From an optimization exercise on the open Yosys and OpenROAD flow, aimed at small area, a short achievable clock period and few clock cycles per item; shortcuts taken in it are not production practice. Where RTL was checked, it was by simulation tests only, not by an equivalence proof against the original. Only the layout flow was run in run 1; the RTL was not checked for function there. Power is estimated from default activity; no workload was simulated.

**design/flow/flow/run.sh**
```bash
#!/bin/bash
# Standard layout, with the port buffers inserted before placement made of
# sky130_fd_sc_hd__buf_2 cells instead of the buffer buffer_ports picks by
# default, and without the adder-extraction step in synthesis (ABC maps the
# arithmetic as plain gates).
set -euo pipefail
export BUFFER_PORTS_ARGS="-buffer_cell sky130_fd_sc_hd__buf_2"
export ADDER_MAP_FILE=
bash standard.sh > standard_flow.log 2>&1
```
**design/flow/standard.sh**
```bash
#!/bin/bash
# synth_recipe.tcl (not shown) runs the flow's synth.tcl, then flattens the netlist and writes it again
# the make line also repeats each setting of config.mk as NAME=value (left out here)
make -C /OpenROAD-flow-scripts/flow DESIGN_CONFIG=/design/flow/config.mk WORK_HOME=/design/flow/orfs CLKGATE_MAP_FILE= SYNTH_SCRIPT=/design/flow/synth_recipe.tcl "${@:-finish}"
```
**design/flow/config.mk**
```make
export PLATFORM = sky130hd
export DESIGN_NAME = ble_ad_structure_parser
export DESIGN_NICKNAME = ble_ad_structure_parser
export VERILOG_FILES = /design/flow/design.v
export SDC_FILE = /design/flow/constraint.sdc
export NUM_CORES = 4
export LEC_CHECK = 0
export ABC_AREA = 1
export CAP_MARGIN = 20
export CORE_MARGIN = 2
export CORE_UTILIZATION = 40
export CTS_BUF_LIST = sky130_fd_sc_hd__clkbuf_16
export CTS_CLUSTER_DIAMETER = 100
export CTS_CLUSTER_SIZE = 25
export SETUP_SLACK_MARGIN = 3.2
export SLEW_MARGIN = 20
export SYNTH_HIERARCHICAL = 1
export SYNTH_MINIMUM_KEEP_SIZE = 0
```
**design/flow/constraint.sdc**
```tcl
create_clock -name core_clock -period 5.5 [get_ports {clock}]
set_input_delay 1.1000 -clock core_clock [delete_from_list [all_inputs] [get_ports {clock}]]
set_output_delay 1.1000 -clock core_clock [all_outputs]
set_load 0.01 [all_outputs]
```
**design/flow/design.v**
```verilog
package bap_pkg;
   localparam logic [7:0] NameLimitReset = 8'd30;
   localparam int QueueDepth = 2;
   typedef enum logic [1:0] {PH_LEN, PH_TYPE, PH_DATA, PH_STOP} phase_type;
   localparam logic [4:0] K_FLAGS = 5'd0, K_UUID16 = 5'd1, K_UUID32 = 5'd2,
      K_U128LO = 5'd3, K_U128HI = 5'd4, K_SNAME = 5'd5, K_NAME = 5'd6,
      K_TXPWR = 5'd7, K_CLASS = 5'd8, K_DEVID = 5'd9, K_APPEAR = 5'd10,
      K_COMPANY = 5'd11, K_MANUF = 5'd12, K_HASH = 5'd13, K_RAND = 5'd14,
      K_UNKNOWN = 5'd15, K_BLKEND = 5'd16;
   localparam logic [3:0] C_NONE = 4'd0, C_FLAGS = 4'd1, C_TXPWR = 4'd2, C_UUID16 = 4'd3,
      C_UUID32 = 4'd4, C_U128 = 4'd5, C_SNAME = 4'd6, C_NAME = 4'd7, C_CLASS = 4'd8,
      C_HASH = 4'd9, C_RAND = 4'd10, C_DEVID = 4'd11, C_APPEAR = 4'd12, C_MANUF = 4'd13;
   typedef struct packed {
      logic       rec_valid;
      logic [3:0] kind;
      logic       half;
      logic [7:0] lo;
      logic [3:0] mask;      
      logic       end_valid;
      logic [1:0] end_status;
      logic [6:0] num;
   } entry_type;
   localparam int EntryBits = 28;
   function automatic logic type_is_known(input logic [7:0] t);
      type_is_known = (t >= 8'h01 && t <= 8'h0A) || (t >= 8'h0D && t <= 8'h10) ||
             (t >= 8'h14 && t <= 8'h19) || (t >= 8'h1F && t <= 8'h21) ||
             (t == 8'hFF);
   endfunction
   function automatic logic [3:0] type_class(input logic [7:0] t);
      case (t)
         8'h01: type_class = C_FLAGS;
         8'h0A: type_class = C_TXPWR;
         8'h02, 8'h03: type_class = C_UUID16;
         8'h04, 8'h05: type_class = C_UUID32;
         8'h06, 8'h07: type_class = C_U128;
         8'h08: type_class = C_SNAME;
         8'h09: type_class = C_NAME;
         8'h0D: type_class = C_CLASS;
         8'h0E: type_class = C_HASH;
         8'h0F: type_class = C_RAND;
         8'h10: type_class = C_DEVID;
         8'h19: type_class = C_APPEAR;
         8'hFF: type_class = C_MANUF;
         default: type_class = C_NONE;
      endcase
   endfunction
   function automatic logic lt8(input logic [7:0] a, input logic [7:0] b);
      logic [7:0] g, e;
      logic [3:0] g2, e2;
      logic [1:0] g4, e4;
      g = ~a & b;
      e = ~(a ^ b);
      for (int i = 0; i < 4; i++) begin
         g2[i] = g[2*i+1] | (e[2*i+1] & g[2*i]);
         e2[i] = e[2*i+1] & e[2*i];
      end
      for (int i = 0; i < 2; i++) begin
         g4[i] = g2[2*i+1] | (e2[2*i+1] & g2[2*i]);
         e4[i] = e2[2*i+1] & e2[2*i];
      end
      lt8 = g4[1] | (e4[1] & g4[0]);
   endfunction
   function automatic logic [7:0] inc8(input logic [7:0] a);
      inc8[0] = ~a[0];
      for (int i = 1; i < 8; i++) inc8[i] = a[i] ^ (&(a | ~((8'd1 << i) - 8'd1)));
   endfunction
   function automatic logic [7:0] dec8(input logic [7:0] a);
      dec8[0] = ~a[0];
      for (int i = 1; i < 8; i++) dec8[i] = a[i] ^ ~(|(a & ((8'd1 << i) - 8'd1)));
   endfunction
endpackage
module bap_front (
   input  logic               clock,
   input  logic               reset,
   input  logic               req_valid,
   output logic               req_stall,
   input  logic [16:0]        req_data,
   output logic               csr_ready,
   input  logic [7:0]         name_limit,
   output logic               rsp_valid,
   input  logic               rsp_stall,
   output logic [78:0]        rsp_data
);
   logic full, pop, wide_pend, wide_take, pop_ok, wide_ok, push, wide_push, h_recend;
   bap_pkg::entry_type ent;
   logic [63:0] acc;
   logic       in_v, in_first, in_act, in_end, in_s2, in_bz, in_known, in_pre, in_nm;
   logic [7:0] in_b;
   logic [3:0] in_cls;
   bap_pkg::phase_type phase_ff;
   logic [7:0] offs_ff, rem_ff, pos_ff;
   logic [6:0] cnt_ff;
   logic [1:0] stat_ff;
   logic [3:0] cls_ff;
   logic nz_ff, drec_ff, nmn_ff;
   logic go, accept, wstall, name_ok;
   function automatic logic [2:0] lane_of(input logic [3:0] c, input logic [7:0] ps);
      if (c == bap_pkg::C_UUID16) lane_of = {2'b00, ps[0]};
      else if (c == bap_pkg::C_UUID32) lane_of = {1'b0, ps[1:0]};
      else lane_of = ps[2:0];
   endfunction
   function automatic logic keep_of(input logic [3:0] c, input logic [7:0] ps);
      case (c)
         bap_pkg::C_UUID16, bap_pkg::C_UUID32, bap_pkg::C_U128: keep_of = 1'b1;
         bap_pkg::C_CLASS, bap_pkg::C_HASH, bap_pkg::C_RAND, bap_pkg::C_DEVID:
            keep_of = (ps[7:4] == 4'd0);
         bap_pkg::C_APPEAR, bap_pkg::C_MANUF: keep_of = (ps[7:1] == 7'd0);
         default: keep_of = 1'b0;
      endcase
   endfunction
   logic [2:0] lane;
   logic kw;
   assign lane = lane_of(cls_ff, pos_ff);
   assign kw = keep_of(cls_ff, pos_ff);
   logic wblock, st_reg, st_if, vnf_ff;
   assign wblock = wide_pend && vnf_ff && nz_ff;
   assign wstall = wblock && !wide_take;
   assign go = in_v && !wstall && (!full || pop);
   assign st_reg = in_v && (wblock || (full && h_recend));
   assign st_if = in_v && full;
   bap_stall u_stall (.st_reg(st_reg), .st_if(st_if), .rsp_stall(rsp_stall),
                      .req_stall(req_stall));
   assign accept = req_valid && !req_stall;
   assign csr_ready = !in_v;
   assign name_ok = bap_pkg::lt8(pos_ff, name_limit);
   logic [8:0] dfull;
   logic [8:0] dsum;
   assign dsum = {1'b0, req_data[8:1]} + {1'b0, ~req_data[16:9]};
   assign dfull = {!dsum[8], dsum[7:0]};
   logic [7:0] onext, lin, lm1in;
   logic act_in, end_in, s2_in;
   always_comb begin
      lin = req_data[8:1];
      lm1in = bap_pkg::dec8(lin);
      if (!in_v) onext = offs_ff;
      else if (in_first) onext = {7'd0, in_act};
      else onext = in_act ? bap_pkg::inc8(offs_ff) : offs_ff;
      act_in = (lin != 8'd0) && (req_data[0] || bap_pkg::lt8(onext, lin));
      end_in = (lin != 8'd0) && (req_data[0] ? (lin == 8'd1) : (onext == lm1in));
      s2_in = dfull[8] || (!req_data[0] && bap_pkg::lt8(dfull[7:0], onext));
   end
   always_ff @(posedge clock) begin
      if (reset) begin
         in_v <= 1'b0; vnf_ff <= 1'b0;
      end else if (accept) begin
         in_v <= 1'b1; vnf_ff <= !req_data[0];
      end else if (go) begin
         in_v <= 1'b0; vnf_ff <= 1'b0;
      end
   end
   always_ff @(posedge clock) begin
      if (accept) begin
         in_first <= req_data[0];
         in_b <= req_data[16:9];
         in_act <= act_in;
         in_end <= end_in;
         in_bz <= (req_data[16:9] == 8'd0);
         in_s2 <= s2_in;
         in_known <= bap_pkg::type_is_known(req_data[16:9]);
         in_cls <= bap_pkg::type_class(req_data[16:9]);
         in_pre <= !in_v;
         in_nm <= name_ok;
      end
   end
   bap_pkg::phase_type ph;
   logic [7:0] rem, ps;
   logic [6:0] cn, cm1;
   logic [1:0] st;
   logic [3:0] cls;
   logic       act, endb, nm, stop2, is_name, rec, wide, half, drec_n, nmn_n, nz_n;
   logic [3:0] kind, mask;
   always_comb begin
      act = in_act;
      endb = in_end;
      stop2 = in_s2;
      nm = in_pre ? in_nm : nmn_ff;
      is_name = (cls_ff == bap_pkg::C_SNAME) || (cls_ff == bap_pkg::C_NAME);
      ph = in_first ? bap_pkg::PH_LEN : phase_ff;
      cn = in_first ? 7'd0 : cnt_ff;
      cm1 = 7'(bap_pkg::dec8({1'b0, cnt_ff}));
      rem = rem_ff;
      ps = pos_ff;
      st = stat_ff;
      cls = cls_ff;
      rec = 1'b0;
      kind = 4'(bap_pkg::K_UNKNOWN);
      wide = 1'b0;
      half = 1'b0;
      drec_n = 1'b0;
      nmn_n = 1'b0;
      nz_n = 1'b0;
      case (ph)
         bap_pkg::PH_LEN: begin
            if (in_bz) begin
               ph = bap_pkg::PH_STOP; st = 2'd1;
            end else if (stop2) begin
               ph = bap_pkg::PH_STOP; st = 2'd2;
            end else begin
               cn = 7'(bap_pkg::inc8({1'b0, cn}));
               rem = in_b; ph = bap_pkg::PH_TYPE;
            end
         end
         bap_pkg::PH_TYPE: begin
            ps = 8'd0;
            rem = bap_pkg::dec8(rem_ff);
            cls = in_cls;
            if ((in_cls == bap_pkg::C_HASH || in_cls == bap_pkg::C_RAND) && (rem_ff[7:5] == 3'd0) && (!rem_ff[4] || rem_ff[3:0] == 4'd0))
               cls = bap_pkg::C_NONE;
            rec = !in_known;
            ph = (rem_ff != 8'd1) ? bap_pkg::PH_DATA : bap_pkg::PH_LEN;
            drec_n = (in_cls == bap_pkg::C_FLAGS) || (in_cls == bap_pkg::C_TXPWR);
            nmn_n = (name_limit != 8'd0);
         end
         bap_pkg::PH_DATA: begin
            rec = drec_ff || (is_name && nm);
            case (cls_ff)
               bap_pkg::C_FLAGS: kind = 4'(bap_pkg::K_FLAGS);
               bap_pkg::C_TXPWR: kind = 4'(bap_pkg::K_TXPWR);
               bap_pkg::C_UUID16: begin kind = 4'(bap_pkg::K_UUID16); wide = 1'b1; end
               bap_pkg::C_UUID32: begin kind = 4'(bap_pkg::K_UUID32); wide = 1'b1; end
               bap_pkg::C_U128: begin
                  kind = pos_ff[3] ? 4'(bap_pkg::K_U128HI) : 4'(bap_pkg::K_U128LO);
                  wide = 1'b1;
               end
               bap_pkg::C_SNAME: kind = 4'(bap_pkg::K_SNAME);
               bap_pkg::C_NAME: kind = 4'(bap_pkg::K_NAME);
               bap_pkg::C_CLASS: begin kind = 4'(bap_pkg::K_CLASS); wide = 1'b1; end
               bap_pkg::C_HASH: begin kind = 4'(bap_pkg::K_HASH); wide = 1'b1; half = pos_ff[3]; end
               bap_pkg::C_RAND: begin kind = 4'(bap_pkg::K_RAND); wide = 1'b1; half = pos_ff[3]; end
               bap_pkg::C_DEVID: begin kind = 4'(bap_pkg::K_DEVID); wide = 1'b1; end
               bap_pkg::C_APPEAR: begin kind = 4'(bap_pkg::K_APPEAR); wide = 1'b1; end
               bap_pkg::C_MANUF: begin
                  wide = (pos_ff[7:1] == 7'd0);
                  kind = wide ? 4'(bap_pkg::K_COMPANY) : 4'(bap_pkg::K_MANUF);
               end
               default: ;
            endcase
            case (cls_ff)
               bap_pkg::C_UUID16: drec_n = !pos_ff[0];
               bap_pkg::C_UUID32: drec_n = (pos_ff[1:0] == 2'd2);
               bap_pkg::C_U128: drec_n = (pos_ff[2:0] == 3'd6) && (pos_ff[3] || rem_ff[7:4] != 4'd0 || (rem_ff[3] && rem_ff[2:1] != 2'd0));
               bap_pkg::C_CLASS: drec_n = (pos_ff == 8'd1);
               bap_pkg::C_HASH, bap_pkg::C_RAND: drec_n = (pos_ff == 8'd6) || (pos_ff == 8'd14);
               bap_pkg::C_DEVID: drec_n = (pos_ff == 8'd6);
               bap_pkg::C_APPEAR: drec_n = (pos_ff == 8'd0);
               bap_pkg::C_MANUF: drec_n = 1'b1;
               default: drec_n = 1'b0;
            endcase
            case (cls_ff)
               bap_pkg::C_UUID16: nz_n = !pos_ff[0];
               bap_pkg::C_UUID32: nz_n = (pos_ff[1:0] != 2'd3);
               bap_pkg::C_U128: nz_n = (pos_ff[2:0] != 3'd7);
               bap_pkg::C_CLASS, bap_pkg::C_HASH, bap_pkg::C_RAND, bap_pkg::C_DEVID:
                  nz_n = (pos_ff[7:4] == 4'd0) && (pos_ff[3:0] != 4'd15) && (pos_ff[2:0] != 3'd7);
               bap_pkg::C_APPEAR, bap_pkg::C_MANUF: nz_n = (pos_ff == 8'd0);
               default: nz_n = 1'b0;
            endcase
            if (rem_ff == 8'd1) nz_n = 1'b0;
            ps = bap_pkg::inc8(pos_ff);
            nmn_n = bap_pkg::lt8(ps, name_limit);
            rem = bap_pkg::dec8(rem_ff);
            if (rem_ff == 8'd1) ph = bap_pkg::PH_LEN;
         end
         default: ;
      endcase
      mask[0] = rec && wide;
      mask[1] = rec && wide && (cls_ff == bap_pkg::C_UUID32 || cls_ff == bap_pkg::C_U128 ||
                        cls_ff == bap_pkg::C_CLASS || cls_ff == bap_pkg::C_HASH ||
                        cls_ff == bap_pkg::C_RAND || cls_ff == bap_pkg::C_DEVID);
      mask[2] = rec && wide && (cls_ff == bap_pkg::C_UUID32 || cls_ff == bap_pkg::C_U128 ||
                        cls_ff == bap_pkg::C_HASH || cls_ff == bap_pkg::C_RAND ||
                        cls_ff == bap_pkg::C_DEVID);
      mask[3] = rec && wide && (cls_ff == bap_pkg::C_U128 || cls_ff == bap_pkg::C_HASH ||
                        cls_ff == bap_pkg::C_RAND || cls_ff == bap_pkg::C_DEVID);
      ent.rec_valid = rec;
      ent.kind = kind;
      ent.half = half;
      ent.lo = !rec ? {1'b0, cn} : (wide ? acc[7:0] : in_b);
      ent.mask = mask;
      ent.end_valid = endb;
      ent.end_status = (ph == bap_pkg::PH_STOP) ? st :
                       ((ph == bap_pkg::PH_LEN) ? 2'd0 : 2'd2);
      ent.num = rec ? cm1 : cn;
   end
   assign push = go && ((act && rec) || endb);
   assign wide_push = go && act && rec && wide;
   always_ff @(posedge clock) begin
      if (reset) begin
         phase_ff <= bap_pkg::PH_LEN; offs_ff <= '0; cnt_ff <= '0; nz_ff <= 1'b0;
      end else if (go) begin
         if (act) begin
            phase_ff <= ph; offs_ff <= in_first ? 8'd1 : bap_pkg::inc8(offs_ff); cnt_ff <= cn;
            nz_ff <= nz_n;
         end else if (in_first) begin
            phase_ff <= bap_pkg::PH_LEN; offs_ff <= '0; cnt_ff <= '0; nz_ff <= 1'b0;
         end
      end
   end
   always_ff @(posedge clock) begin
      if (go && act) begin
         rem_ff <= rem; pos_ff <= ps; stat_ff <= st; cls_ff <= cls;
         drec_ff <= drec_n; nmn_ff <= nmn_n;
      end
   end
   logic in_data;
   assign in_data = !in_first && (phase_ff == bap_pkg::PH_DATA);
   for (genvar k = 0; k < 8; k++) begin : g_acc
      always_ff @(posedge clock) begin
         if (go && in_data && kw && lane == 3'(k)) acc[8*k +: 8] <= in_b;
      end
   end
   localparam int D = bap_pkg::QueueDepth;
   logic [D-1:0][bap_pkg::EntryBits-1:0] q_ff;
   logic [D-1:0] occ_ff;            
   logic take, hrec;
   bap_pkg::entry_type h, h_next;
   logic [63:0] val;
   assign h = q_ff[0];
   assign full = occ_ff[D-1];
   assign rsp_valid = occ_ff[0];
   assign hrec = h.rec_valid;
   assign h_recend = h.rec_valid && h.end_valid;
   assign pop_ok = occ_ff[0] && !h_recend;
   assign wide_ok = occ_ff[0] && h.mask[0];
   assign take = occ_ff[0] && !rsp_stall;
   assign pop = pop_ok && !rsp_stall;
   assign wide_take = wide_ok && !rsp_stall;
   always_comb begin
      h_next = h;
      h_next.rec_valid = 1'b0;
      h_next.mask = '0;
      h_next.num = 7'(bap_pkg::inc8({1'b0, h.num}));
      h_next.lo = {1'b0, h_next.num};
   end
   always_comb begin
      val[7:0] = h.lo;
      val[15:8] = acc[15:8] & {8{h.mask[0]}};
      val[23:16] = acc[23:16] & {8{h.mask[1]}};
      val[31:24] = acc[31:24] & {8{h.mask[2]}};
      val[63:32] = acc[63:32] & {32{h.mask[3]}};
      rsp_data = {!hrec, hrec ? h.kind : 4'd0, val, hrec && h.half, hrec ? h.num : 7'd0,
                  hrec ? 2'd0 : h.end_status};
   end
   always_ff @(posedge clock) begin
      if (reset) begin
         occ_ff <= '0; wide_pend <= 1'b0;
      end else begin
         if (push && !pop) occ_ff <= {occ_ff[D-2:0], 1'b1};
         else if (pop && !push) occ_ff <= {1'b0, occ_ff[D-1:1]};
         wide_pend <= wide_push || (wide_pend && !wide_take);
      end
   end
   logic [D-1:0] wr_here;
   always_comb begin
      for (int i = 0; i < D; i++) begin
         if (pop) wr_here[i] = (i + 1 < D) ? occ_ff[i] && !occ_ff[(i + 1) % D] : occ_ff[i];
         else wr_here[i] = (i == 0) ? !occ_ff[0] : occ_ff[(i + D - 1) % D] && !occ_ff[i];
      end
   end
   always_ff @(posedge clock) begin
      for (int i = 0; i < D; i++) begin
         if (wr_here[i]) q_ff[i] <= ent;
         else if (pop) begin
            if (i + 1 < D) q_ff[i] <= q_ff[(i + 1) % D];
         end else if (i == 0 && take) q_ff[0] <= h_next;
      end
   end
endmodule
module bap_stall (
   input  logic st_reg,
   input  logic st_if,
   input  logic rsp_stall,
   output logic req_stall
);
   assign req_stall = st_reg || (rsp_stall && st_if);
endmodule
module ble_ad_structure_parser (
   input  logic             clock,
   input  logic             reset,
   input  logic             req_valid,
   output logic             req_stall,
   input  logic [16:0]      req_data,    
   output logic             rsp_valid,
   input  logic             rsp_stall,
   output logic [78:0]      rsp_data,    
   input  logic             csr_valid,
   output logic             csr_ready,
   input  logic [7:0]       csr_data
);
   logic [7:0] limit_ff;
   always_ff @(posedge clock) begin
      if (reset) limit_ff <= bap_pkg::NameLimitReset;
      else if (csr_valid && csr_ready) limit_ff <= csr_data;
   end
   bap_front u_front (.clock(clock), .reset(reset), .req_valid(req_valid),
                      .req_stall(req_stall), .req_data(req_data), .csr_ready(csr_ready),
                      .name_limit(limit_ff), .rsp_valid(rsp_valid), .rsp_stall(rsp_stall),
                      .rsp_data(rsp_data));
endmodule
```
==> flow_metrics.env, run 1 <==
export IMPL_grt_pass1_vias=8325
export IMPL_cts_tree="yes"
export IMPL_multi_input_area_um2=4666
export IMPL_synth_top_flop_cell="edfxtp_1"
export IMPL_start_util_pct=40.48
export IMPL_yosysSeqAreaShare_pct=52.87
export IMPL_core_um2=25910
export IMPL_async_reset_ff_share_pct=0
export IMPL_grt_max_degree=26
export IMPL_hold_viol=0
export IMPL_clock_latency_ps=450
export IMPL_cp_common_cell="nand2_4"
export IMPL_critPathLaunchType="input port"
export IMPL_io_buffers=111
export IMPL_synth_compound_area_share_pct=9.853
export IMPL_post_route_period_util_pct=45.82
export IMPL_layout_commonest_cell="nand2_1"
export IMPL_fin_setup_tns_ps=0
export IMPL_dpl_cell_area_um2=11430
export IMPL_finalMaxSlewViolations=0
export IMPL_maxCapViolations=0
export IMPL_status="no timing/DRC/antenna violations"
export IMPL_syn_area_um2=10490
export IMPL_yosysUniqueCellTypes=50
export IMPL_die_area_um2=27530
export IMPL_netlist_instances=1317
export IMPL_clkSinkCount=195
export IMPL_diodes=0
export IMPL_synth_xor_area_share_pct=1.336
export IMPL_min_path_type="register to register"
export IMPL_grt_pass1_wl_mm=42.97
export IMPL_hold_worst_slack_ps=461.5
export IMPL_min_period_ps=2520
export IMPL_clockBufferDepth=2
export IMPL_synth_warnings=8
export IMPL_grt_overflow_total=0
export IMPL_layout_common_cells="nand2_1, inv_1, edfxtp_1"
export IMPL_path_max_fanout=3
export IMPL_fp_dieW_um=165.9
export IMPL_antenna_found_initial=0
export IMPL_cts_made_buffers=17
export IMPL_drive_above_1_share_pct=28.16
export IMPL_htree_levels=4
export IMPL_wl_per_cell_um=15.36
export IMPL_syn2layout_area_growth_pct=30.49
export IMPL_leakagePower_nw=6.404
export IMPL_rsz0062_at_grt="yes"
export IMPL_internal_power_mw=2.500
export IMPL_relSlewSlack_pct=40.62
export IMPL_netSwitchingFraction_pct=28.39
export IMPL_finalWeightedCongestion=0.9244
export IMPL_cp_arrival_ps=1420
export IMPL_p_sw_uw=991.4
export IMPL_cp_required_ps=4400
export IMPL_drc=0
export IMPL_synth_fp_nets=1347
export IMPL_critPathKind="input port to output pin"
export IMPL_ys_seq_elements=195
export IMPL_fin_util_pct=52.82
export IMPL_synth_edf_count=164
export IMPL_setup_violations=0
export IMPL_syn_avg_cell_area_um2=7.964
export IMPL_synth_top_family_by_area="simple AND/OR/NAND/NOR gates"
export IMPL_vias=9337
export IMPL_routed_via_density=5.052
export IMPL_slowest_stage="buf_8"
export IMPL_antenna_left=0
export IMPL_power_density_nw_per_um2=255.1
export IMPL_tightestPinTransition_ps=888.5
export IMPL_cp_end_kind="output pin"
export IMPL_nNetsFinal=1530
export IMPL_power_frac_comb_pct=15.7
export IMPL_synth_area_mux_share_pct=0.1074
export IMPL_wl_mm=28.39
export IMPL_synthAdderAreaFrac_pct=0
export IMPL_fill_cells=2336
export IMPL_grt_use_total_pct=19.48
export IMPL_power_frac_seq_pct=49.9
export IMPL_pin_count=112
export IMPL_slowest_delay_ps=110
export IMPL_vdd_drop_max_v=0.0001691
export IMPL_worstPathCellList="buf_8 -> nand2_4 -> nand2_4 -> buf_6"
export IMPL_clockPowerShare_pct=34.4
export IMPL_design_area_um2=13690
export IMPL_post_dp_hpwl_mm=19.35
export IMPL_first_iter_violations=626
export IMPL_register_area_um2=5554
export IMPL_core_rowCount=59
export IMPL_clk_pin_slew_ps=80
export IMPL_dieHeight_um=165.9
export IMPL_root_buffer="clkbuf_16"
export IMPL_fmaxAchievable_mhz=396.8
export IMPL_yosys_area_share_simple_pct=26.12
export IMPL_drtPass1Iterations=6
export IMPL_fin_skew_ps=14.34
## final cells by class
type | count | area share (%)
Inverter | 220 | 6.637
Clock inverter | 15 | 1.060
Tap cell | 335 | 3.062
Multi-Input combinational cell | 865 | 34.09
Clock buffer | 17 | 3.108
Timing Repair Buffer | 200 | 11.42
Timing Repair inverter | 1 | 0.04571
Sequential cell | 195 | 40.58
## power by group through the flow
stage	clock network (mW)	registers, mW	logic, mW
floorplan	0	1.75	0.304
global placement	0	1.78	0.394
detailed placement	0	1.78	0.398
CTS	1.21	1.74	0.458
finish	1.20	1.74	0.550
global route	1.27	1.75	0.607
## through the flow
step	cells	setup slack (ps)	power, mW
6_report	1848	2980	3.492
2_1_floorplan	1317	2779	2.051
3_5_place_dp	1725	1829	2.181
5_1_grt	1848	2944	3.631
3_3_place_gp	1725	1936	2.176
4_1_cts	1795	2974	3.408
## synth_stat cells (all sizes together) (2+ instances only)
library cell / count / area (um2)
or2: 11 / 68.82
nor3: 10 / 66.32
clkbuf: 21 / 78.83
nand3: 65 / 325.3
a31oi: 15 / 93.84
dfxtp: 31 / 620.6
nor2: 179 / 701.9
a21oi: 46 / 234.0
a221oi: 3 / 26.28
and2: 2 / 12.51
a22oi: 4 / 30.03
o21ai: 72 / 364.1
xor2: 14 / 122.6
o21a: 4 / 30.03
a2111oi: 2 / 17.52
nand2: 383 / 1443
o22ai: 9 / 56.30
edfxtp: 164 / 4925
xnor2: 2 / 17.52
nor4: 5 / 31.28
o2111ai: 4 / 35.03
buf: 18 / 113.9
a211oi: 5 / 37.54
inv: 220 / 825.8
o211ai: 3 / 22.52
o21bai: 2 / 15.01
o221ai: 3 / 26.28
nand4: 12 / 75.07
## sequential cells by signal, indices dropped and copies added (netlist names), 2 cells and up
register	cells
u_front.offs_ff	8
u_front.phase_ff	2
u_front.q_ff	56
u_front.cnt_ff	7
u_front.acc	64
u_front.in_b	8
u_front.pos_ff	8
u_front.cls_ff	4
u_front.rem_ff	8
u_front.occ_ff	2
limit_ff	8
u_front.stat_ff	2
u_front.in_cls	4
## worst max-delay path, delay by kind of cell
kind	cells	cell delay, ps
buffers and inverters	2	220
AND/OR/NAND/NOR	2	100
## final timing paths
check                         start               end  slack [ps]  depth (start not counted)
setup / recovery          rsp_stall         req_stall        2980                          4
hold / removal       u_front.in_end  u_front.q_ff[37]         460                          0
setup reg to reg  u_front.cls_ff[2]    u_front.acc[5]        3190                         12
hold reg to reg      u_front.in_end  u_front.q_ff[37]         460                          0
## per-layer routing
| metal | routed length, um | GRT usage [%] | part of all wire, % | up-vias |
|---|---|---|---|---|
| met2 | 13300 | 30.63 | 47 | 287 |
| met1 | 13090 | 28.08 | 46 | 4358 |
| li1 | - | - | - | 4655 |
| met5 | 0 | 0 | 0 | - |
| met4 | 435 | 5.066 | 1.5 | 0 |
| met3 | 1567 | 3.241 | 5.5 | 37 |
## Yosys stat by module, one instance, submodules excluded
module                   area [um2]  flip-flops and latches
ble_ad_structure_parser       311.5                       8
bap_front                     10170                     187
bap_stall                     11.26                       0
## timing repair
item | in CTS | in global routing
endpoints found under the setup margin | 277 | 217
pin swaps | 21 | 53
setup buffers | 36 | 51
resized for setup | 105 | 178
hold buffers | 0 | 0
gates cloned | 2 | 2
## kinds of logic after synthesis
kind of cell | count (synthesis)
compound gates | 177
xor+xnor | 16
buf+inv | 259
flops | 195
mux | 1
simple gates | 669
==> run 2, diff against run 1 <==
--- a/design/flow/design.v
+++ b/design/flow/design.v
@@ -300,6 +300,8 @@
       if (go && act) begin
          rem_ff <= rem; pos_ff <= ps; stat_ff <= st; cls_ff <= cls;
          drec_ff <= drec_n; nmn_ff <= nmn_n;
+      end else if (go) begin
+         nmn_ff <= name_ok;
       end
    end
    logic in_data;
--- a/design/flow/config.mk
+++ b/design/flow/config.mk
@@ -12,7 +12,7 @@
 export CTS_BUF_LIST = sky130_fd_sc_hd__clkbuf_16
 export CTS_CLUSTER_DIAMETER = 100
 export CTS_CLUSTER_SIZE = 25
-export SETUP_SLACK_MARGIN = 3.2
+export SETUP_SLACK_MARGIN = 2.95
 export SLEW_MARGIN = 20
 export SYNTH_HIERARCHICAL = 1
 export SYNTH_MINIMUM_KEEP_SIZE = 0
==> run 2 against run 1 <==
Net effect: highest routed layer unchanged; die area rose by 2.0%; maximum frequency fell by 4.2%; clock power hardly changed; still clean; count of clock-buffer cells in the layout stayed put; critical path type unchanged; non-clock buffer count down 62; cell area down 8.6%; sequential share of layout area is 3.8 points higher; worst setup slack worse by 110 ps; global-route usage fell by 0.25 points.
==> flow_metrics.env, run 2 <==
export IMPL_status="no timing/DRC/antenna violations"
export IMPL_synth_top_area_share_pct=46.02
export IMPL_clkSinkCount=195
export IMPL_tightestPinTransition_ps=942.8
export IMPL_cp_end_kind="output pin"
export IMPL_nNetsFinal=1497
export IMPL_setup_violations=0
export IMPL_cts_tree="yes"
export IMPL_syn_area_um2=10700
export IMPL_register_area_um2=5547
export IMPL_antenna_found_initial=0
export IMPL_htree_levels=4
export IMPL_clockBufferDepth=2
export IMPL_power_density_nw_per_um2=271.2
export IMPL_path_max_fanout=2
export IMPL_fin_setup_tns_ps=0
export IMPL_die_area_um2=28080
export IMPL_top_register="u_front.acc"
export IMPL_post_route_period_util_pct=47.81
export IMPL_clock_latency_ps=440
export IMPL_drive_above_1_share_pct=16.28
export IMPL_syn2layout_area_growth_pct=16.87
export IMPL_clk_pin_slew_ps=70
export IMPL_layout_commonest_cell="nand2_1"
export IMPL_cp_arrival_ps=1530
export IMPL_synth_fp_nets=1378
export IMPL_async_reset_ff_share_pct=0
export IMPL_fin_skew_ps=12.42
export IMPL_ys_seq_elements=195
export IMPL_synth_largest_area_cell="edfxtp_1"
export IMPL_synth_warnings=8
export IMPL_post_dp_hpwl_mm=19.68
export IMPL_p_sw_uw=951.0
export IMPL_syn_avg_cell_area_um2=7.939
export IMPL_grt_max_degree=29
export IMPL_io_buffers=111
export IMPL_synth_top_cells_by_count="nand2_1, inv_1, nor2_1"
export IMPL_yosysSeqAreaShare_pct=51.82
export IMPL_fill_cells=2564
export IMPL_clockPowerShare_pct=35.7
export IMPL_maxCapViolations=0
export IMPL_critPathLaunchType="input port"
export IMPL_root_buffer="clkbuf_16"
export IMPL_layout_common_cells="nand2_1, inv_1, nor2_1"
export IMPL_netlist_instances=1348
export IMPL_power_frac_seq_pct=51.4
export IMPL_synth_top_flop_cell="edfxtp_1"
export IMPL_antenna_left=0
export IMPL_synth_edf_count=164
export IMPL_internal_power_mw=2.441
export IMPL_largest_reg_flops=64
export IMPL_netSwitchingFraction_pct=28.04
export IMPL_dieHeight_um=167.6
export IMPL_fp_dieW_um=167.6
export IMPL_grt_use_total_pct=19.23
export IMPL_rsz0062_at_grt="yes"
export IMPL_synth_area_leaders="edfxtp_1, nand2_1, inv_1, nor2_1, dfxtp_1"
export IMPL_hold_viol=0
export IMPL_diodes=0
export IMPL_grt_overflow_total=0
export IMPL_fmaxAchievable_mhz=380.3
export IMPL_grt_pass1_wl_mm=42.77
export IMPL_core_um2=26130
export IMPL_grt_pass1_vias=8256
export IMPL_finalMaxSlewViolations=0
export IMPL_hold_worst_slack_ps=474.8
export IMPL_pin_count=112
export IMPL_critPathKind="input port to output pin"
export IMPL_start_util_pct=40.95
export IMPL_power_frac_comb_pct=12.9
export IMPL_wl_per_cell_um=14.72
export IMPL_first_iter_violations=509
export IMPL_yosysMostFrequentCell="nand2_1"
export IMPL_min_path_type="register to register"
export IMPL_cts_made_buffers=17
export IMPL_routed_via_density=4.892
export IMPL_drc=0
export IMPL_reg_largest_list="u_front.acc (64), u_front.q_ff (56)"
export IMPL_drtPass1Iterations=7
export IMPL_core_rowCount=59
export IMPL_yosysUniqueCellTypes=54
export IMPL_min_period_ps=2629
export IMPL_cp_required_ps=4400
export IMPL_wl_mm=26.72
export IMPL_vias=8879
export IMPL_relSlewSlack_pct=36.92
export IMPL_finalWeightedCongestion=0.9038
export IMPL_multi_input_area_um2=4258
export IMPL_leakagePower_nw=6.063
export IMPL_vdd_drop_max_v=0.0001445
[run 2: changes by cell type after synthesis, sizes merged, moves of 3 or more]
cell and delta:
nand4 +5, o21a -3, inv +8, a22o +8, o21ai -16, a22oi -3, nor4 +7, nor3 +3
xnor2 +4, nand3 -8, nand2 +30, nor2 +8
[run 2: path summary, 6_finish.rpt]
check              startpoint              end  slack, ps  cells after the start
max reg2reg  u_front.in_first  u_front.q_ff[6]       3100                     10
min reg2reg     u_front.nz_ff    u_front.nz_ff        470                      2
min             u_front.nz_ff    u_front.nz_ff        470                      2
max                 rsp_stall        req_stall       2870                      5
[run 2: kinds of logic (layout without fill, tap and decap cells)]
kind of cell              after synthesis  count (layout)  synth area share (%)
AOI/OAI and AO/OA                     156             156                 8.886
xor gates and xnor gates               19              19                 1.555
buffers and inverters                 267             399                 10.05
DFF                                   195             195                 51.82
muxes                                   1               1                0.1052
and+or+nand+nor                       710             710                 27.58
[run 2: Yosys stat by module (local to each module, per instance)]
module / cells / times used / flops+latches
bap_stall: 3 / 1 / 0
ble_ad_structure_parser: 43 / 1 / 8
bap_front: 1302 / 1 / 187
[run 2: power by group through the flow]
stage	registers [mW]	clock network, mW	logic, mW
after floorplan	1.75	0	0.311
after global placement	1.78	0	0.403
after detailed placement	1.79	0	0.407
after CTS	1.75	1.23	0.428
after global routing	1.75	1.29	0.495
final	1.74	1.21	0.436
[run 2: cell type report]
cell class              instances  area share, %
clock buffers                  17          3.401
repair buffers                138          6.593
inverters                     229          7.013
multi-input cells             886          34.04
flip-flops and latches        195          44.35
clock inverters                15          1.250
well taps                     335          3.351
[run 2: metal layers]
metal / share of wire [%] / track usage, % / vias to the layer above
li1: - / - / 4577
met1: 48 / 26.86 / 4040
met2: 46 / 31.86 / 239
met3: 5.1 / 2.553 / 23
met4: 1.2 / 4.726 / 0
met5: 0 / 0 / -
[run 2: timing repair]
action | in CTS | in global routing
setup endpoints to repair | 201 | 98
setup buffers | 13 | 13
pin swaps | 6 | 8
resized for setup | 22 | 13
hold buffers | 0 | 0
[run 2: metrics by stage]
step | instance area, um2 | power, mW | cells | setup slack [ps] | utilization, %
CTS | 12380 | 3.404 | 1802 | 2815 | 47.37
finish | 12510 | 3.392 | 1815 | 2871 | 47.86
global route | 12510 | 3.537 | 1815 | 2848 | 47.86
detailed placement | 11580 | 2.193 | 1757 | 1853 | 44.32
floorplan | 10810 | 2.061 | 1348 | 2703 | -
global placement | 11570 | 2.188 | 1756 | 1923 | 44.27
[run 2: worst max-delay path: stages]
cell and delay [ps]:
buf_8 100, buf_6 110, nand2_4 50, nand2_4 50
buf_6 110
Testbench counts of run 2, summed over its fixed seeds: cycles 94,479, bytes 91,371.
==> run 3, diff against run 2 <==
--- a/design/flow/config.mk
+++ b/design/flow/config.mk
@@ -12,7 +12,7 @@
 export CTS_BUF_LIST = sky130_fd_sc_hd__clkbuf_16
 export CTS_CLUSTER_DIAMETER = 100
 export CTS_CLUSTER_SIZE = 25
-export SETUP_SLACK_MARGIN = 2.95
+export SETUP_SLACK_MARGIN = 2.8
 export SLEW_MARGIN = 20
 export SYNTH_HIERARCHICAL = 1
 export SYNTH_MINIMUM_KEEP_SIZE = 0
==> run 3 against run 2 <==
Net effect: still clean; cell area decreased by 0.72%; sequential share of layout area increased by 0.32 points; power increased by 0.91%; register-to-register slack got worse by 50 ps; synthesized cell count unchanged; worst hold slack improved by 2.0 ps; combinational power decreased by 2%; largest power group unchanged; highest routed layer unchanged.
==> flow_metrics.env, run 3 <==
export IMPL_register_area_um2=5547
export IMPL_reg2reg_from="u_front.pos_ff[2]"
export IMPL_dpl_cell_area_um2=11570
export IMPL_status="no timing/DRC/antenna violations"
export IMPL_die_area_um2=28080
export IMPL_cp_arrival_ps=1520
export IMPL_synth_edf_count=164
export IMPL_synth_area_leaders="edfxtp_1, nand2_1, inv_1, nor2_1, dfxtp_1"
export IMPL_fp_dieW_um=167.6
export IMPL_crit_end="req_stall"
export IMPL_hp_start="u_front.nz_ff"
export IMPL_yosysSeqAreaShare_pct=51.82
export IMPL_routed_via_density=4.957
export IMPL_fill_cells=2639
export IMPL_dieHeight_um=167.6
export IMPL_grt_overflow_total=0
export IMPL_tightestPinTransition_ps=974.1
export IMPL_multi_input_area_um2=4233
export IMPL_synth_largest_area_cell="edfxtp_1"
export IMPL_fin_skew_ps=20.47
export IMPL_async_reset_ff_share_pct=0
export IMPL_grt_max_degree=29
export IMPL_instances_no_fill=1811
export IMPL_r2r_cells=11
export IMPL_cp_required_ps=4400
export IMPL_hold_worst_slack_ps=476.8
export IMPL_top_register="u_front.acc"
export IMPL_pin_count=112
export IMPL_layout_common_cells="nand2_1, inv_1, nor2_1"
export IMPL_synth_top_area_share_pct=46.02
export IMPL_rsz0062_at_grt="no"
export IMPL_worst_r2r_endpoint="u_front.q_ff[21]"
export IMPL_synth_top_cells_by_count="nand2_1, inv_1, nor2_1"
export IMPL_fmaxAchievable_mhz=381.7
export IMPL_finalMaxSlewViolations=0
export IMPL_syn2layout_area_growth_pct=16.03
export IMPL_maxCapViolations=0
export IMPL_grt_pass1_wl_mm=42.38
export IMPL_wl_per_cell_um=14.79
export IMPL_cts_made_buffers=17
export IMPL_layout_commonest_cell="nand2_1"
export IMPL_io_buffers=111
export IMPL_synth_warnings=8
export IMPL_min_period_ps=2620
export IMPL_antenna_left=0
export IMPL_netlist_instances=1348
export IMPL_dp_cells=1759
export IMPL_min_path_type="register to register"
export IMPL_core_um2=26130
export IMPL_post_dp_hpwl_mm=19.69
export IMPL_hold_viol=0
export IMPL_critPathKind="input port to output pin"
export IMPL_htree_levels=4
export IMPL_grt_pass1_vias=8204
export IMPL_yosysMostFrequentCell="nand2_1"
export IMPL_path_max_fanout=3
export IMPL_wl_mm=26.79
export IMPL_drtPass1Iterations=8
export IMPL_cts_tree="yes"
export IMPL_clk_pin_slew_ps=70
export IMPL_vdd_drop_max_v=0.0002079
export IMPL_nNetsFinal=1493
export IMPL_largest_reg_flops=64
export IMPL_vias=8978
export IMPL_leakagePower_nw=6.025
export IMPL_power_density_nw_per_um2=275.6
export IMPL_clockBufferDepth=2
export IMPL_design_area_um2=12420
export IMPL_clock_latency_ps=440
export IMPL_antenna_found_initial=0
export IMPL_core_rowCount=59
export IMPL_setup_violations=0
export IMPL_first_iter_violations=588
export IMPL_grt_use_total_pct=18.97
export IMPL_critPathLaunchType="input port"
export IMPL_relSlewSlack_pct=34.82
export IMPL_start_util_pct=40.95
export IMPL_worstSetupStartpoint="rsp_stall"
export IMPL_reg_largest_list="u_front.acc (64), u_front.q_ff (56)"
export IMPL_fin_setup_tns_ps=0
export IMPL_syn_area_um2=10700
export IMPL_drc=0
export IMPL_synth_top_flop_cell="edfxtp_1"
export IMPL_r2r_setup_slack_ps=3050
export IMPL_diodes=0
export IMPL_yosysUniqueCellTypes=54
export IMPL_ys_seq_elements=195
export IMPL_finalWeightedCongestion=0.9120
export IMPL_cp_end_kind="output pin"
export IMPL_drive_above_1_share_pct=15.31
export IMPL_clkSinkCount=195
export IMPL_root_buffer="clkbuf_16"
export IMPL_post_route_period_util_pct=47.63
export IMPL_synth_fp_nets=1378
export IMPL_syn_avg_cell_area_um2=7.939
-- run 3: cell counts after synthesis --
Identical to the previous run, type by type.
-- run 3: worst min path at each step --
stage | slack, ps | endpoint | cells after the start
after floorplan | 430 | u_front.q_ff[37] | 0
after global placement | 460 | u_front.nz_ff | 2
after detailed placement | 460 | u_front.nz_ff | 2
after CTS | 470 | u_front.nz_ff | 2
after global routing | 500 | u_front.nz_ff | 2
final | 480 | u_front.nz_ff | 2
-- run 3: metal layers --
metal  vias up  routed length, um  global-route usage (%)
li1       4565                  -                       -
met1      4132              13100                   26.99
met2       254              12060                   30.78
met3        27               1248                   2.789
met4         0                391                   4.310
met5         -                  0                       0
-- run 3: critical path: stages --
cell     delay, ps
buf_2          130
nand2_1         80
nand2_2         70
buf_2          140
-- run 3: Yosys stat by module (local to each module, per instance) --
module | times used | cells | flops+latches
bap_stall | 1 | 3 | 0
ble_ad_structure_parser | 1 | 43 | 8
bap_front | 1 | 1302 | 187
-- run 3: final cells by class --
cell class	count	share of cell area (%)
Sequential cell	195	44.67
Multi-Input combinational cell	887	34.09
Inverter	229	7.124
Timing Repair Buffer	133	5.975
Clock buffer	17	3.426
Tap cell	335	3.376
Clock inverter	15	1.340
-- run 3: per-stage QoR --
| step | setup slack, ps | power, mW | util [%] |
|---|---|---|---|
| final | 2880 | 3.422 | 47.52 |
| after global routing | 2804 | 3.555 | 47.52 |
| after floorplan | 2703 | 2.060 | - |
| after global placement | 2041 | 2.188 | 44.28 |
| after CTS | 2783 | 3.441 | 47.24 |
| after detailed placement | 1972 | 2.193 | 44.28 |
-- run 3: power by group --
part           total [mW]  switching, mW  leakage, nW  internal (mW)
clock network        1.25          0.601        0.293          0.647
logic               0.428          0.284         3.92          0.144
registers            1.75         0.0619         1.82           1.68
-- run 3: logic make-up (layout without fill, tap and decap cells) --
logic type / after synthesis / in the layout / share of synthesized area, %
buffers and inverters: 267 / 394 / 10.05
muxes: 1 / 1 / 0.1052
AOI/OAI and AO/OA: 156 / 157 / 8.886
xor gates and xnor gates: 19 / 19 / 1.555
and+or+nand+nor: 710 / 710 / 27.58
DFF: 195 / 195 / 51.82
-- run 3: timing repair --
item / in CTS / in global routing
pin swaps: 7 / 3
hold buffers: 0 / 0
endpoints found under the setup margin: 158 / 102
endpoints found under the hold margin: 0 / 0
cloned: 0 / 1
setup buffers: 14 / 5
gates resized for setup: 18 / 10
==> run 4, diff against run 3 <==
--- a/design/flow/config.mk
+++ b/design/flow/config.mk
@@ -12,7 +12,7 @@
 export CTS_BUF_LIST = sky130_fd_sc_hd__clkbuf_16
 export CTS_CLUSTER_DIAMETER = 100
 export CTS_CLUSTER_SIZE = 25
-export SETUP_SLACK_MARGIN = 2.8
+export SETUP_SLACK_MARGIN = 2.9
 export SLEW_MARGIN = 20
 export SYNTH_HIERARCHICAL = 1
 export SYNTH_MINIMUM_KEEP_SIZE = 0
==> run 4 against run 3 <==
Net effect: still clean on timing, DRC and antenna; maximum frequency grew 2.9%; clock skew decreased by 8.1 ps; routed wire length decreased by 0.54%; first-iteration DRC count fell by 12%; synthesized cell count did not move; worst hold slack lost 0.58 ps; utilization increased by 0.14 points; critical endpoint unchanged.
==> flow_metrics.env, run 4 <==
export IMPL_yosysUniqueCellTypes=54
export IMPL_core_rowCount=59
export IMPL_synth_fp_nets=1378
export IMPL_syn_avg_cell_area_um2=7.939
export IMPL_top_register="u_front.acc"
export IMPL_grt_max_degree=29
export IMPL_grt_overflow_total=0
export IMPL_relSlewSlack_pct=32.77
export IMPL_min_path_type="register to register"
export IMPL_grt_pass1_wl_mm=42.48
export IMPL_wl_mm=26.65
export IMPL_vdd_drop_max_v=0.0001861
export IMPL_clockPowerShare_pct=36.8
export IMPL_wl_per_cell_um=14.75
export IMPL_grt_use_total_pct=19.15
export IMPL_synth_top_cells_by_count="nand2_1, inv_1, nor2_1"
export IMPL_drtPass1Iterations=5
export IMPL_instances_no_fill=1806
export IMPL_root_buffer="clkbuf_16"
export IMPL_grt_pass1_vias=8260
export IMPL_finalWeightedCongestion=0.9308
export IMPL_setup_slack_ps=2953
export IMPL_ys_seq_elements=195
export IMPL_antenna_left=0
export IMPL_post_route_period_util_pct=46.30
export IMPL_hold_viol=0
export IMPL_synth_top_flop_cell="edfxtp_1"
export IMPL_maxCapViolations=0
export IMPL_cp_required_ps=4400
export IMPL_path_depth=4
export IMPL_fin_util_pct=47.65
export IMPL_clk_pin_slew_ps=70
export IMPL_dieHeight_um=167.6
export IMPL_power_density_nw_per_um2=276.3
export IMPL_cp_arrival_ps=1450
export IMPL_whs_path_depth=2
export IMPL_cp_end_kind="output pin"
export IMPL_clkSinkCount=195
export IMPL_reg_largest_list="u_front.acc (64), u_front.q_ff (56)"
export IMPL_fin_setup_tns_ps=0
export IMPL_syn_area_um2=10700
export IMPL_synth_edf_count=164
export IMPL_internal_power_mw=2.486
export IMPL_clock_latency_ps=440
export IMPL_critPathKind="input port to output pin"
export IMPL_dp_slack_ps=2009
export IMPL_synth_area_leaders="edfxtp_1, nand2_1, inv_1, nor2_1, dfxtp_1"
export IMPL_cts_made_buffers=17
export IMPL_synth_warnings=8
export IMPL_cts_tree="yes"
export IMPL_rsz0062_at_grt="yes"
export IMPL_largest_reg_flops=64
export IMPL_min_period_ps=2547
export IMPL_slowest_delay_ps=120
export IMPL_htree_levels=4
export IMPL_clockBufferDepth=2
export IMPL_power_frac_seq_pct=50.7
export IMPL_start_util_pct=40.95
export IMPL_p_sw_uw=954.9
export IMPL_netlist_instances=1348
export IMPL_r2r_cells=11
export IMPL_io_buffers=111
export IMPL_power_frac_comb_pct=12.5
export IMPL_vias=8952
export IMPL_synth_top_area_share_pct=46.02
export IMPL_worstPathCellList="buf_6 -> nand2_2 -> nand2_2 -> buf_6"
export IMPL_tightestPinTransition_ps=1005
export IMPL_yosysMostFrequentCell="nand2_1"
export IMPL_drive_above_1_share_pct=15.50
export IMPL_fp_dieW_um=167.6
export IMPL_finalMaxSlewViolations=0
export IMPL_async_reset_ff_share_pct=0
export IMPL_die_area_um2=28080
export IMPL_fmaxAchievable_mhz=392.7
export IMPL_path_max_fanout=3
export IMPL_fin_skew_ps=12.34
export IMPL_critPathLaunchType="input port"
export IMPL_slowest_stage="buf_6"
export IMPL_dp_cells=1759
export IMPL_status="no timing/DRC/antenna violations"
export IMPL_layout_commonest_cell="nand2_1"
export IMPL_setup_violations=0
export IMPL_first_iter_violations=518
export IMPL_syn2layout_area_growth_pct=16.37
export IMPL_synth_largest_area_cell="edfxtp_1"
export IMPL_routed_via_density=4.957
export IMPL_diodes=0
export IMPL_nNetsFinal=1488
export IMPL_post_dp_hpwl_mm=19.44
export IMPL_antenna_found_initial=0
export IMPL_netSwitchingFraction_pct=27.75
export IMPL_pin_count=112
export IMPL_layout_common_cells="nand2_1, inv_1, nor2_1"
export IMPL_yosysSeqAreaShare_pct=51.82
export IMPL_leakagePower_nw=6.017
export IMPL_drc=0
export IMPL_hold_worst_slack_ps=476.2
export IMPL_hold_buffers=0
export IMPL_core_um2=26130
export IMPL_critPathTopFamily="buffers and inverters"
export IMPL_cp_num_buf_inv=2
[run 4: cell counts after synthesis]
Identical to the previous run, type by type.
[run 4: area by class of cell]
type,count,area [um2]
multi-input cells,887,4248
clock buffers,17,425.4
well taps,335,419.2
repair buffers,128,742.0
inverters,229,883.3
flip-flops and latches,195,5547
fillers,2570,13680
clock inverters,15,188.9
[run 4: metrics by stage]
step	power [mW]	instance area, um2
after floorplan	2.060	10800
after global placement	2.187	11580
after detailed placement	2.191	11580
after CTS	3.459	12380
after global routing	3.593	12450
final	3.441	12450
[run 4: per-layer routing]
| metal | GRT usage (%) | part of all wire [%] | vias up |
|---|---|---|---|
| met4 | 5.633 | 2.0 | 0 |
| met2 | 30.56 | 44 | 253 |
| met5 | 0 | 0 | - |
| li1 | - | - | 4573 |
| met1 | 27.21 | 49 | 4095 |
| met3 | 2.742 | 4.7 | 31 |
[run 4: power groups by stage]
stage | Combinational (mW) | Clock [mW] | Sequential (mW)
2_1_floorplan | 0.310 | 0 | 1.75
3_3_place_gp | 0.402 | 0 | 1.78
3_5_place_dp | 0.405 | 0 | 1.79
4_1_cts | 0.425 | 1.29 | 1.74
5_1_grt | 0.487 | 1.35 | 1.75
6_report | 0.430 | 1.27 | 1.75
[run 4: logic make-up after synthesis]
logic type      count (synthesis)  synth area share [%]
mux                             1                0.1052
xor+xnor                       19                 1.555
compound gates                156                 8.886
simple gates                  710                 27.58
flops                         195                 51.82
buf+inv                       267                 10.05
[run 4: path summary, 6_finish.rpt]
check	startpoint	slack, ps	end
worst min-delay path	u_front.nz_ff	480	u_front.nz_ff
worst max-delay path	rsp_stall	2950	req_stall
worst max register to register	u_front.cls_ff[2]	3100	u_front.acc[8]
worst min register to register	u_front.nz_ff	480	u_front.nz_ff
[run 4: worst register-to-register path: stages (launching register included)]
cell      delay (ps)
edfxtp_1         420
nor2_1           120
inv_1            110
nor2_4           300
inv_1            130
nand2_1           80
inv_1             50
nand2_1           90
nand4_1          160
buf_6            190
nor4_4           290
buf_6            170
[run 4: per-module statistics from Yosys (local to each module, per instance)]
| module | cells inside | copies in the design |
|---|---|---|
| bap_front | 1302 | 1 |
| bap_stall | 3 | 1 |
| ble_ad_structure_parser | 43 | 1 |
[run 4: repair_timing]
item	4_1_cts	5_1_grt
cloned	0	1
setup endpoints to repair	179	112
setup buffers	12	2
pin swaps	6	6
gates resized for setup	15	18
==> run 5, diff against run 4 <==
--- a/design/flow/config.mk
+++ b/design/flow/config.mk
@@ -8,7 +8,7 @@
 export ABC_AREA = 1
 export CAP_MARGIN = 20
 export CORE_MARGIN = 2
-export CORE_UTILIZATION = 40
+export CORE_UTILIZATION = 55
 export CTS_BUF_LIST = sky130_fd_sc_hd__clkbuf_16
 export CTS_CLUSTER_DIAMETER = 100
 export CTS_CLUSTER_SIZE = 25
==> run 5 against run 4 <==
Net effect: final cell count is 3.6% lower; worst hold slack worse by 3.5 ps; power is 1.7% lower; clock skew is 3.4 ps higher; non-clock buffer count is 5 higher; critical path depth stayed put; global-route usage is 6.2 points higher; synthesized area stayed put; sequential cell count stayed put; combinational power is 1% higher; routed wire length is 2.9% lower; sequential share of layout area is 0.27 points higher.
==> flow_metrics.env, run 5 <==
export IMPL_leakagePower_nw=6.017
export IMPL_power_density_nw_per_um2=273.1
export IMPL_largest_reg_flops=64
export IMPL_critPathTopFamily="buffers and inverters"
export IMPL_slowest_stage="buf_4"
export IMPL_hold_viol=0
export IMPL_core_rowCount=51
export IMPL_slowest_delay_ps=130
export IMPL_register_area_um2=5549
export IMPL_fmaxAchievable_mhz=389.0
export IMPL_grt_use_total_pct=25.39
export IMPL_setup_violations=0
export IMPL_synth_warnings=8
export IMPL_min_path_type="register to register"
export IMPL_maxCapViolations=0
export IMPL_dp_slack_ps=1782
export IMPL_diodes=0
export IMPL_grt_overflow_total=0
export IMPL_post_dp_hpwl_mm=18.72
export IMPL_first_iter_violations=614
export IMPL_path_max_fanout=3
export IMPL_grt_pass1_vias=8009
export IMPL_async_reset_ff_share_pct=0
export IMPL_synth_fp_nets=1378
export IMPL_syn2layout_area_growth_pct=15.73
export IMPL_fin_skew_ps=15.78
export IMPL_io_buffers=111
export IMPL_finalWeightedCongestion=0.9847
export IMPL_yosysUniqueCellTypes=54
export IMPL_finalMaxSlewViolations=0
export IMPL_htree_levels=4
export IMPL_clock_latency_ps=430
export IMPL_drc=0
export IMPL_syn_avg_cell_area_um2=7.939
export IMPL_synth_edf_count=164
export IMPL_rsz0062_at_grt="no"
export IMPL_critPathKind="input port to output pin"
export IMPL_cp_num_buf_inv=2
export IMPL_syn_area_um2=10700
export IMPL_vias=8995
export IMPL_multi_input_area_um2=4277
export IMPL_ys_seq_elements=195
export IMPL_synth_top_area_share_pct=46.02
export IMPL_start_util_pct=55.53
export IMPL_relSlewSlack_pct=38.01
export IMPL_cp_arrival_ps=1470
export IMPL_synth_area_leaders="edfxtp_1, nand2_1, inv_1, nor2_1, dfxtp_1"
export IMPL_r2r_setup_slack_ps=3070
export IMPL_clkSinkCount=195
export IMPL_worstPathCellList="buf_4 -> nand2_2 -> nand2_2 -> buf_6"
export IMPL_layout_common_cells="nand2_1, inv_1, nor2_1"
export IMPL_reg2reg_from="u_front.cls_ff[1]"
export IMPL_synth_top_flop_cell="edfxtp_1"
export IMPL_path_depth=4
export IMPL_synth_top_cells_by_count="nand2_1, inv_1, nor2_1"
export IMPL_cp_required_ps=4400
export IMPL_crit_end="req_stall"
export IMPL_pin_count=112
export IMPL_vdd_drop_max_v=0.0002109
export IMPL_top_register="u_front.acc"
export IMPL_yosysMostFrequentCell="nand2_1"
export IMPL_yosysSeqAreaShare_pct=51.82
export IMPL_antenna_left=0
export IMPL_wl_per_cell_um=14.85
export IMPL_layout_commonest_cell="nand2_1"
export IMPL_grt_pass1_wl_mm=40.32
export IMPL_status="no timing/DRC/antenna violations"
export IMPL_cp_end_kind="output pin"
export IMPL_fp_dieW_um=143.5
export IMPL_drive_above_1_share_pct=16.26
export IMPL_min_period_ps=2571
export IMPL_nNetsFinal=1493
export IMPL_worst_r2r_endpoint="u_front.acc[49]"
export IMPL_critPathLaunchType="input port"
export IMPL_grt_max_degree=29
export IMPL_wl_mm=25.86
export IMPL_fin_setup_tns_ps=0
export IMPL_netlist_instances=1348
export IMPL_antenna_found_initial=0
export IMPL_worstSetupStartpoint="rsp_stall"
export IMPL_root_buffer="clkbuf_16"
export IMPL_cts_tree="yes"
export IMPL_tightestPinTransition_ps=927.6
export IMPL_core_um2=19270
export IMPL_cp_common_cell="nand2_2"
export IMPL_post_route_period_util_pct=46.74
export IMPL_r2r_cells=6
export IMPL_setup_slack_ps=2929
export IMPL_synth_largest_area_cell="edfxtp_1"
export IMPL_fill_cells=1732
export IMPL_clk_pin_slew_ps=70
export IMPL_routed_via_density=5.167
export IMPL_cts_made_buffers=17
export IMPL_clockBufferDepth=2
export IMPL_drtPass1Iterations=5
export IMPL_dieHeight_um=143.5
export IMPL_die_area_um2=20590
export IMPL_reg_largest_list="u_front.acc (64), u_front.q_ff (56)"
[run 5: cell types whose count changed in the layout (fill, tap and decap cells not counted), moves of 4 or more]
cell,previous run,this run
buf_4,10,16
clkinv_8,4,0
nor2_1,169,165
nor2_2,10,14
[run 5: cell type report]
class / instances / share of cell area [%]
Clock buffer: 17 / 3.435
Tap cell: 265 / 2.677
Inverter: 229 / 7.113
Multi-Input combinational cell: 887 / 34.53
Sequential cell: 195 / 44.81
Timing Repair Buffer: 133 / 6.244
Clock inverter: 15 / 1.192
[run 5: logic make-up after synthesis]
family          count (synthesis)  share of synthesized area (%)
buf+inv                       267                          10.05
mux                             1                         0.1052
compound gates                156                          8.886
flops                         195                          51.82
simple gates                  710                          27.58
xor+xnor                       19                          1.555
[run 5: per-stage QoR]
| step | hold slack [ps] | instances | total power [mW] | cell area, um2 | utilization, % |
|---|---|---|---|---|---|
| 3_3_place_gp | 456.7 | 1688 | 2.184 | 11490 | 59.62 |
| 6_report | 472.8 | 1741 | 3.382 | 12380 | 64.26 |
| 4_1_cts | 470.5 | 1735 | 3.389 | 12280 | 63.73 |
| 3_5_place_dp | 458.4 | 1688 | 2.188 | 11490 | 59.62 |
| 2_1_floorplan | 426.4 | 1348 | 2.060 | 10800 | - |
| 5_1_grt | 503.4 | 1741 | 3.519 | 12380 | 64.26 |
[run 5: Yosys stat by module (local to each module, per instance)]
module | copies in the design | cells
bap_front | 1 | 1302
bap_stall | 1 | 3
ble_ad_structure_parser | 1 | 43
[run 5: worst min-delay path, cell delays in order, from the launching register on]
cell and delay [ps]:
dfxtp_1 320, nand2_1 60, a21oi_1 50
[run 5: metal layers]
| metal | GRT usage [%] | part of all wire [%] | up-vias | wire length (um) |
|---|---|---|---|---|
| met5 | 0 | 0 | - | 0 |
| met4 | 7.327 | 1.8 | 0 | 454 |
| met3 | 3.499 | 5.1 | 33 | 1322 |
| met2 | 41.38 | 47 | 308 | 12200 |
| met1 | 35.69 | 46 | 4073 | 11880 |
| li1 | - | - | 4581 | - |
[run 5: worst min-delay path by stage]
stage                       endpoint  cells after the start  slack [ps]            from
floorplan           u_front.q_ff[37]                      0         430  u_front.in_end
global placement       u_front.nz_ff                      2         460   u_front.nz_ff
detailed placement     u_front.nz_ff                      2         460   u_front.nz_ff
CTS                    u_front.nz_ff                      2         470   u_front.nz_ff
global route        u_front.q_ff[37]                      0         500  u_front.in_end
finish                 u_front.nz_ff                      2         470   u_front.nz_ff
[run 5: repair_timing]
item                                    in CTS  in global routing
pin swaps                                    8                  4
hold endpoints to repair                     0                  0
setup buffers                               15                  5
hold buffers                                 0                  0
endpoints found under the setup margin     177                105
gates cloned                                 0                  1
resized for setup                           20                 21
[run 5: report_power, final]
group	switching, mW	internal [mW]
Sequential	0.0605	1.68
Combinational	0.287	0.147
Clock	0.564	0.639
Total	0.911	2.47
==> run 6, diff against run 5 <==
--- a/design/flow/config.mk
+++ b/design/flow/config.mk
@@ -8,10 +8,10 @@
 export ABC_AREA = 1
 export CAP_MARGIN = 20
 export CORE_MARGIN = 2
-export CORE_UTILIZATION = 55
+export CORE_UTILIZATION = 40
 export CTS_BUF_LIST = sky130_fd_sc_hd__clkbuf_16
 export CTS_CLUSTER_DIAMETER = 100
-export CTS_CLUSTER_SIZE = 25
+export CTS_CLUSTER_SIZE = 30
 export SETUP_SLACK_MARGIN = 2.9
 export SLEW_MARGIN = 20
 export SYNTH_HIERARCHICAL = 1
==> run 6 against run 5 <==
Net effect: synthesized area stayed put; register-to-register slack gained 30 ps; final cell count increased by 3.7%; maximum frequency up 0.95%; critical path depth unchanged; worst hold slack improved by 3.5 ps; cell area rose by 0.56%; critical endpoint unchanged.
==> flow_metrics.env, run 6 <==
export IMPL_cp_arrival_ps=1450
export IMPL_met3_wirelength_mm=1.243
export IMPL_slowest_stage="buf_6"
export IMPL_synth_fp_nets=1378
export IMPL_synth_top_flop_cell="edfxtp_1"
export IMPL_grt_pass1_vias=8260
export IMPL_antenna_found_initial=0
export IMPL_power_density_nw_per_um2=276.3
export IMPL_pin_count=112
export IMPL_top_register="u_front.acc"
export IMPL_diodes=0
export IMPL_critPathTopFamily="buffers and inverters"
export IMPL_setup_violations=0
export IMPL_ys_seq_elements=195
export IMPL_clkSinkCount=195
export IMPL_largest_reg_flops=64
export IMPL_wl_per_cell_um=14.75
export IMPL_fin_skew_ps=12.34
export IMPL_netlist_instances=1348
export IMPL_yosysUniqueCellTypes=54
export IMPL_first_iter_violations=518
export IMPL_min_path_type="register to register"
export IMPL_cp_required_ps=4400
export IMPL_path_max_fanout=3
export IMPL_wl_met1_mm=13.03
export IMPL_cts_made_buffers=17
export IMPL_synth_warnings=8
export IMPL_cp_end_kind="output pin"
export IMPL_syn_avg_cell_area_um2=7.939
export IMPL_tightestPinTransition_ps=1005
export IMPL_clk_pin_slew_ps=70
export IMPL_syn2layout_area_growth_pct=16.37
export IMPL_synth_top_cells_by_count="nand2_1, inv_1, nor2_1"
export IMPL_finalWeightedCongestion=0.9308
export IMPL_cts_tree="yes"
export IMPL_status="no timing/DRC/antenna violations"
export IMPL_drc=0
export IMPL_slowest_delay_ps=120
export IMPL_synth_xor_area_share_pct=1.555
export IMPL_vias=8952
export IMPL_worstPathCellList="buf_6 -> nand2_2 -> nand2_2 -> buf_6"
export IMPL_start_util_pct=40.95
export IMPL_grt_use_total_pct=19.15
export IMPL_routed_via_density=4.957
export IMPL_synth_edf_count=164
export IMPL_leakagePower_nw=6.017
export IMPL_post_dp_hpwl_mm=19.44
export IMPL_critPathLaunchType="input port"
export IMPL_io_buffers=111
export IMPL_reg_largest_list="u_front.acc (64), u_front.q_ff (56)"
export IMPL_totalPowerFinal_mw=3.441
export IMPL_dpl_cell_area_um2=11580
export IMPL_root_buffer="clkbuf_16"
export IMPL_design_area_um2=12450
export IMPL_synth_area_leaders="edfxtp_1, nand2_1, inv_1, nor2_1, dfxtp_1"
export IMPL_core_um2=26130
export IMPL_drtPass1Iterations=5
export IMPL_die_area_um2=28080
export IMPL_fp_dieW_um=167.6
export IMPL_rsz0062_at_grt="yes"
export IMPL_hold_viol=0
export IMPL_dieHeight_um=167.6
export IMPL_yosysSeqAreaShare_pct=51.82
export IMPL_nNetsFinal=1488
export IMPL_grt_max_degree=29
export IMPL_yosys_area_share_simple_pct=27.58
export IMPL_fmaxAchievable_mhz=392.7
export IMPL_grt_pass1_wl_mm=42.48
export IMPL_maxCapViolations=0
export IMPL_wl_mm=26.65
export IMPL_maxUsedRoutingLayer="met4"
export IMPL_hold_buffers=0
export IMPL_clock_latency_ps=440
export IMPL_synth_top_area_share_pct=46.02
export IMPL_async_reset_ff_share_pct=0
export IMPL_met2_length_mm=11.85
export IMPL_critPathKind="input port to output pin"
export IMPL_vdd_drop_max_v=0.0001861
export IMPL_syn_area_um2=10700
export IMPL_synth_compound_area_share_pct=8.886
export IMPL_synth_top_family_by_area="simple AND/OR/NAND/NOR gates"
export IMPL_drive_above_1_share_pct=15.50
export IMPL_layout_commonest_cell="nand2_1"
export IMPL_grt_overflow_total=0
export IMPL_synthAdderAreaFrac_pct=0
export IMPL_clockBufferDepth=2
export IMPL_synth_largest_area_cell="edfxtp_1"
export IMPL_yosysMostFrequentCell="nand2_1"
export IMPL_finalMaxSlewViolations=0
export IMPL_fin_setup_tns_ps=0
export IMPL_relSlewSlack_pct=32.77
export IMPL_cp_num_buf_inv=2
export IMPL_min_period_ps=2547
export IMPL_synth_area_mux_share_pct=0.1052
export IMPL_antenna_left=0
export IMPL_post_route_period_util_pct=46.30
export IMPL_htree_levels=4
export IMPL_layout_common_cells="nand2_1, inv_1, nor2_1"
export IMPL_fin_util_pct=47.65
export IMPL_core_rowCount=59
==> run 6: metal layers <==
metal,track usage (%),up-vias
li1,-,4573
met1,27.21,4095
met2,30.56,253
met3,2.742,31
met4,5.633,0
met5,0,-
==> run 6: through the flow <==
step | cells | hold slack [ps] | worst slack, ps
after floorplan | 1348 | 426.4 | 2703
after detailed placement | 1759 | 460.5 | 2009
after global routing | 1806 | 501.5 | 2761
after CTS | 1803 | 482.3 | 2830
final | 1806 | 476.2 | 2953
after global placement | 1759 | 460.0 | 2068
==> run 6: what timing repair did <==
item / in CTS / in global routing
gates cloned: 0 / 1
endpoints found under the setup margin: 179 / 112
setup buffers: 12 / 2
pin swaps: 6 / 6
gates resized for setup: 15 / 18
==> run 6: path summary, 6_finish.rpt <==
| check | startpoint | endpoint | slack, ps | cells past startpoint |
|---|---|---|---|---|
| worst max-delay path | rsp_stall | req_stall | 2950 | 4 |
| worst min-delay path | u_front.nz_ff | u_front.nz_ff | 480 | 2 |
| worst max register to register | u_front.cls_ff[2] | u_front.acc[8] | 3100 | 11 |
| worst min register to register | u_front.nz_ff | u_front.nz_ff | 480 | 2 |
==> run 6: final cells by class <==
type / instances / area (um2)
tap: 335 / 419.2
clock inverter: 15 / 188.9
multi-input combinational: 887 / 4248
fill: 2570 / 13680
sequential: 195 / 5547
inverter: 229 / 883.3
clock buffer: 17 / 425.4
timing repair buffer: 128 / 742.0
==> run 6: power breakdown <==
part           internal, mW  switching, mW
clock network         0.658          0.608
logic                 0.145          0.285
registers              1.68         0.0613
total                  2.49          0.955
==> run 6: kinds of logic (layout without fill, tap and decap cells) <==
group | after synthesis | in the layout
AND/OR/NAND/NOR | 710 | 710
buffers and inverters | 267 | 389
flip-flops | 195 | 195
AO/OA/AOI/OAI | 156 | 157
XOR/XNOR | 19 | 19
multiplexers | 1 | 1
==> run 6: worst min-delay path, delay by kind of cell (launching register included) <==
kind             cells  cell delay (ps)
AO/OA/AOI/OAI        1               60
flip-flops           1              310
AND/OR/NAND/NOR      1               60
==> run 6: modules after synthesis, one instance, submodules excluded <==
module	copies in the design	cells inside
bap_front	1	1302
ble_ad_structure_parser	1	43
bap_stall	1	3

==> separate check: timing with driven ports <==
In the flow no input, the clock included, has a driving cell. The finished layouts below were timed again as built, in two steps.
Step 1: set_driving_cell puts a clkbuf_16 on clock and a buf_2 on each other input, an assumption about the parent block.
Step 2 moves the port delays by t, midway between the first and last clock arrival at a register: inputs arrive t later, outputs are due t later. That takes back most of the time a late clock gives input paths.
Three values: ideal, step 1, step 2; two values: the first two.
run	t (ns)	setup WS [ns]	clock arrival spread, ns	slew at the worst register clock pin (ns)	worst data-port slew with drivers (ns)
run 1	0.480	2.980 / 2.936 / 2.538	0.015 / 0.015	0.08 / 0.08	0.06
run 2	0.476	2.871 / 2.825 / 2.534	0.013 / 0.013	0.08 / 0.08	0.06
run 3	0.473	2.880 / 2.852 / 2.427	0.021 / 0.021	0.08 / 0.08	0.04
run 4	0.476	2.953 / 2.916 / 2.541	0.012 / 0.012	0.08 / 0.08	0.05
run 5	0.476	2.929 / 2.907 / 2.522	0.016 / 0.017	0.08 / 0.08	0.03
run 6	0.476	2.953 / 2.916 / 2.541	0.012 / 0.012	0.08 / 0.08	0.05
After both steps setup and hold are still met in every run listed. For run 3, which loses most, drivers alone change the setup slack by -0.028 ns; drivers and shift together by -0.453 ns.
